From an optimization exercise on the open Yosys and OpenROAD flow, aimed at small area; shortcuts taken in it are not production practice. The RTL was checked by simulation tests, not by an equivalence proof against the original design. No activity file was given, so power comes from the tool's default toggle rates.

Design csr_top, start of the top module:
module csr_top (
    input  logic                          clk_i,
    input  logic                          arst_n_i,
    input  logic                          csr_valid_i,
    input  logic                          csr_csren_i,
    input  logic [csr_pkg::CSR_IDX_W-1:0] csr_index_i,
    input  logic [csr_pkg::XLEN-1:0]      csr_data_i,
    input  logic                          csr_mret_i,
    input  logic                          commit_valid_i,
    input  logic [csr_pkg::OPCODE_W-1:0]  commit_opcode_i,
    input  logic [csr_pkg::XLEN-1:0]      commit_pc_i,
    input  logic                          commit_trap_i,
    input  logic                          commit_trap_async_i,
    input  logic [csr_pkg::TRAP_CAUSE_W-1:0] commit_trap_cause_i,
    input  logic [csr_pkg::XLEN-1:0]      commit_trap_value_i,
    input  logic [csr_pkg::CSR_IDX_W-1:0] read_index_i,
    output logic [csr_pkg::XLEN-1:0]      read_data_o,
    output logic                          read_illegal_o,
    output logic                          flush_req_o,
    output logic [csr_pkg::XLEN-1:0]      flush_newpc_o
);
For scale: ~1900 cells after synthesis, ~450 flip-flops, roughly 370 I/O pins.
export LEC_CHECK = 0
export CAP_MARGIN = 20
export CORE_MARGIN = 2
export CORE_UTILIZATION = 40
export PLACE_DENSITY = 0.95
export SLEW_MARGIN = 20
create_clock -name core_clock -period 7.0 [get_ports {clk_i}]
standard.sh (not shown) runs the stock make flow with config.mk's settings and CLKGATE_MAP_FILE= SYNTH_SCRIPT=/design/flow/synth_recipe.tcl, a recipe that flattens the netlist after the stock synthesis.
==> flow/flow/run.sh <==
#!/bin/bash
# Layout flow: the standard ORFS flow with three changes
#  - synthesis maps the logic with an area-oriented ABC script (flow/abc_area.script);
#    everything else in synthesis (synth_recipe.tcl, the register mapping) is unchanged
#  - port buffers use the smallest buffer, sky130_fd_sc_hd__buf_1
#  - CTS options from flow/cts_args.txt
set -euo pipefail
here=$(pwd)

# synthesis script: ORFS synth.tcl with the ABC script swapped, sourced by synth_recipe.tcl
sed "s|^\( *\)log_cmd abc {\*}\$abc_args|\1set abc_args [lreplace \$abc_args 1 1 $here/flow/abc_area.script]\n\1log_cmd abc {*}\$abc_args|" \
    "$FLOW_HOME/scripts/synth.tcl" > my_synth_core.tcl
grep -q "abc_area.script" my_synth_core.tcl
sed "s|source \$::env(SCRIPTS_DIR)/synth.tcl|source $here/my_synth_core.tcl|" synth_recipe.tcl > my_synth.tcl
grep -q "my_synth_core.tcl" my_synth.tcl
sed "s|SYNTH_SCRIPT=[^ ]*synth_recipe.tcl|SYNTH_SCRIPT=$here/my_synth.tcl|" standard.sh > my_standard.sh
grep -q "my_synth.tcl" my_standard.sh

export BUFFER_PORTS_ARGS="-buffer_cell sky130_fd_sc_hd__buf_1"
if [[ -f flow/cts_args.txt ]]; then
  export CTS_ARGS="$(cat flow/cts_args.txt)"
fi

bash my_standard.sh > flow.log 2>&1
==> flow/flow/abc_area.script <==
&get -n
&st
&dch
&nf -R 30
&put
topo
stime -c
dnsize -c
==> flow/flow/cts_args.txt <==
-sink_clustering_enable -repair_clock_nets -dont_use_dummy_load -buf_list sky130_fd_sc_hd__clkbuf_2
Edit:
==> flow/flow/abc_area.script (replaced) <==
&get -n
&st
&dch
&nf
&put
topo
stime -c
dnsize -c
CAP_MARGIN = 0   (was 20)
PLACE_DENSITY = unset   (was 0.95)
SLEW_MARGIN = 0   (was 20)
=> Routed wire length increases by 1.6%; cell area barely changes; sequential share of layout area increases by 0.12 points.
Edit:
--- a/flow/flow/run.sh
+++ b/flow/flow/run.sh
@@ -6,0 +7 @@
+#  - power recovery (downsizing non-critical gates) after global routing
@@ -23,0 +25,3 @@
+# downsize gates on paths with positive slack after global routing
+export RECOVER_POWER=100
+
==> flow/flow/abc_area.script (replaced) <==
&get -n
&st
&dch
&nf -R 30
&put
topo
stime -c
dnsize -c
CAP_MARGIN = 20   (was 0)
SLEW_MARGIN = 20   (was 0)
After rerunning:
- The changed run finished with capacitance limit, slew limit left
- register-to-register slack got worse by 310 ps
- non-clock buffer count rose by 11
- cell area fell by 0.57%
- via count fell by 0.51%
- global-route usage rose by 0.52 points
- final cell count rose by 0.42%
- critical path depth does not change
- sequential share of layout area rose by 0.25 points
- clock power stays flat
Edit:
--- a/flow/flow/run.sh
+++ b/flow/flow/run.sh
@@ -7 +6,0 @@
-#  - power recovery (downsizing non-critical gates) after global routing
@@ -25,3 +23,0 @@
-# downsize gates on paths with positive slack after global routing
-export RECOVER_POWER=100
-
==> flow/flow/abc_area.script (replaced) <==
&get -n
&st
&dch
&nf
&put
topo
stime -c
dnsize -c
CORE_UTILIZATION = 60   (was 40)
Effect:
- The changed run finished with timing, DRC and antenna clean
- final area came out lower slightly
- synthesized cell count is about the same
- first-iteration DRC count came out higher by roughly a tenth
- hold slack got worse by 87 ps
- global-route usage came out higher by 10 points
- wire length came out lower by roughly a tenth
- total power came out lower slightly

[re-timing with driven ports]
The results above use ideal ports. As a check the final layouts listed here were re-extracted and re-timed, cells and wires unchanged. Step 1 assumes that a clkbuf_16 drives the clock port and a buf_2 every other input. Step 2 moves the port delays by t, midway between the first and last clock arrival at a register: inputs arrive t later, outputs are due t later. That takes back most of the time a late clock gives input paths. Slacks: ideal ports / drivers / drivers and shift; pairs: ideal ports / drivers.
run | t (ns) | setup slack, ns | worst data-port slew with drivers (ns)
the first run | 1.104 | 0.168 / 0.144 / 0.144 | 0.13
the second run | 1.144 | 0.263 / 0.230 / 0.230 | 0.11
the third run | 1.122 | 0.335 / 0.312 / -0.738 | 0.13
the fourth run | 1.050 | 0.173 / 0.132 / 0.132 | 0.10
For the third run, which loses most, drivers alone change the setup slack by -0.023 ns; drivers and shift together by -1.073 ns.
